Source: an optimization exercise on an open RTL-to-GDS flow (aim: small area, a short achievable clock period and few clock cycles). Production flows keep margins and buffers that such runs may drop. In this exercise RTL edits were held to simulation tests only and were not proved equivalent to the original. Power is estimated from default activity; no workload was simulated.

== main ==
==> flow/design.v (excerpt) <==
module mvm_top (
	input  logic                   clk,
	input  logic                   rst,
	input  logic                   cmd_req,
	input  logic [17-1:0]  cmd,      
	input  logic                   res_ack,
	output logic                   cmd_ack,
	output logic                   res_req,
	output logic [23-1:0]  res       
);
clock: 7.0 ns
lec_check: 0
abc_clock_period_in_ps: 1500
cap_margin: 20
core_margin: 2
core_utilization: 75
cts_cluster_diameter: 80
cts_cluster_size: 25
setup_slack_margin: 4.4
slew_margin: 20
run.sh (not shown) runs the stock make flow with config.mk's settings and CLKGATE_MAP_FILE= SYNTH_SCRIPT=/design/flow/synth_recipe.tcl, a recipe that flattens the netlist after the stock synthesis.
Testbench counts of main, summed over its fixed seeds: cycles 9,863.
Input-level comparison between the feature branch and main:
--- a/flow/design.v
+++ b/flow/design.v
@@ -7,17 +7,16 @@
 	input  logic                        vec_we,
 	input  logic [8-1:0]       wr_col,    
 	input  logic [8-1:0]      wr_data,
 	input  logic                        start,     
 	input  logic [2:0]                  n_m1,      
 	input  logic                        f_v,
 	input  logic [2:0]                  f_row,
 	input  logic                        f_half,
-	input  logic [15:0]                 f_sel,     
 	output logic                        op_v,
 	output logic                        op_h,
 	output logic [4*8-1:0]    op_mat,    
 	output logic [4*13-1:0]             op_vec     
 );
 	logic [8-1:0] mat [8*8];
 	logic [8-1:0] vec [8];
 	logic [8-1:0] vsnap [8];
@@ -73,32 +72,22 @@
 			begin
 				vdig[k][i]   = b[2*i+1] ^ b[2*i];                                           
 				vdig[k][4+i] = (b[2*i+2] & ~b[2*i+1] & ~b[2*i]) | (~b[2*i+2] & b[2*i+1] & b[2*i]);  
 				vdig[k][8+i] = b[2*i+2] & ~(b[2*i+1] & b[2*i]);                              
 			end
 			vdig[k][12] = b[8];
 		end
 	end
-	logic [8-1:0] mat_rd [4];
-	always_comb
-	begin
-		for (int k = 0; k < 4; k++)
-		begin
-			mat_rd[k] = '0;
-			for (int i = 0; i < 16; i++)
-				mat_rd[k] = mat_rd[k] | (mat[i*4+k] & {8{f_sel[i]}});
-		end
-	end
 	always_ff @(posedge clk)
 	begin
 		op_h   <= f_half;
 		for (int k = 0; k < 4; k++)
 		begin
-			op_mat[k*8 +: 8] <= mat_rd[k];
+			op_mat[k*8 +: 8] <= mat[{f_row, f_half, 2'(k)}];
 			op_vec[k*13 +: 13] <= vdig[k];
 		end
 	end
 endmodule
 `default_nettype wire
 `timescale 1ns/100ps
 `default_nettype none
 module mul_cs (
@@ -284,17 +273,16 @@
 	output logic                   vec_we,
 	output logic [8-1:0]  wr_col,    
 	output logic [8-1:0] wr_data,
 	output logic                   start,
 	output logic [2:0]             n_m1,      
 	output logic                   f_v,
 	output logic [2:0]             f_row,
 	output logic                   f_half,
-	output logic [15:0]            f_sel,     
 	output logic                   flush,
 	output logic                   commit,
 	output logic                   load,      
 	output logic [2:0]             c_row      
 );
 	logic [17-1:0] cq;       
 	logic [8-1:0] cq_col;   
 	logic [2:0]            wr_row;
@@ -442,18 +430,16 @@
 			rc_n = rc + 3'd1;
 		else
 			rc_n = rc;
 	end
 	always_ff @(posedge clk)
 	begin
 		rf <= rf_n;
 		hf <= hf_n;
-		for (int i = 0; i < 16; i++)
-			f_sel[i] <= ({rf_n, hf_n} == 4'(i));
 		rc <= rc_n;
 		if (!qv)
 			qn <= rn;
 		if (start)
 			nm1 <= 3'(start_n - 4'd1);
 	end
 endmodule
 `default_nettype wire
@@ -517,17 +503,16 @@
 	logic                      vec_we;
 	logic [8-1:0]     wr_col;
 	logic [8-1:0]    wr_data;
 	logic                      start;
 	logic [2:0]                n_m1;
 	logic                      f_v;
 	logic [2:0]                f_row;
 	logic                      f_half;
-	logic [15:0]               f_sel;
 	logic                      flush;
 	logic                      commit;
 	logic                      load;
 	logic                      op_v;
 	logic                      op_h;
 	logic [4*8-1:0]  op_mat;
 	logic [4*13-1:0]           op_vec;
 	logic                      a_v;
@@ -548,17 +533,16 @@
 		.vec_we  (vec_we),
 		.wr_col  (wr_col),
 		.wr_data (wr_data),
 		.start   (start),
 		.n_m1    (n_m1),
 		.f_v     (f_v),
 		.f_row   (f_row),
 		.f_half  (f_half),
-		.f_sel   (f_sel),
 		.flush   (flush),
 		.commit  (commit),
 		.load    (load),
 		.c_row   (c_row)
 	);
 	operand_store u_operand_store (
 		.clk     (clk),
 		.rst     (rst),
@@ -566,17 +550,16 @@
 		.vec_we  (vec_we),
 		.wr_col  (wr_col),
 		.wr_data (wr_data),
 		.start   (start),
 		.n_m1    (n_m1),
 		.f_v     (f_v),
 		.f_row   (f_row),
 		.f_half  (f_half),
-		.f_sel   (f_sel),
 		.op_v    (op_v),
 		.op_h    (op_h),
 		.op_mat  (op_mat),
 		.op_vec  (op_vec)
 	);
 	proc_element u_proc_element (
 		.clk    (clk),
 		.rst    (rst),
## What came out
- When the feature branch is measured against main, its post-synthesis area per instance turns out 5.1% lower.
- Cmp the feature branch and main / number of search-and-repair iterations in the first detailed-routing pass / lower: the feature branch
- Of the feature branch and main, it is the feature branch that has the lower flip-flop and latch count.
- [compare] base=main new=the feature branch: number of antenna violations at the first check in global routing shrank by 4, net count of the finished layout rose 193.
- Synthesized area in the feature branch is 1.2% higher than in main
- Diff the feature branch and main: power share of the clock group lower in the feature branch
- Sum of met2 wire segment lengths after detailed routing was higher in the run labelled the feature branch.
- Relative to main, the number of gates resized after cts of the feature branch is higher by about 37%.
Testbench counts of the feature branch, summed over its fixed seeds: cycles 9,863.

## re-timing with driven ports
In the flow no input, the clock included, has a driving cell. The finished layouts below were timed again as built, in two steps. Step 1, drivers: a clkbuf_16 drives clk and a buf_2 each remaining input, both assumed. Step 2 adds t to the input delays and takes it off the output delays; t is the mean of the earliest and latest rising clock arrival at the registers after step 1. Input paths then give back, and output paths get back, about the clock's delay inside the block. a / b / c = no drivers / after step 1 / after step 2; a / b = the first two.
run	t (ns)	setup slack, ns	worst setup path at the end	latest minus earliest clock arrival (ns)	cell pins on the clock port's net
main	0.702	4.353 / 4.289 / 3.757	input to register	0.047 / 0.047	1
the feature branch	0.702	4.315 / 4.315 / 3.749	input to register	0.072 / 0.072	1
After both steps setup and hold are still met in every run listed. For main, which loses most, drivers alone change the setup slack by -0.064 ns; drivers and shift together by -0.596 ns.
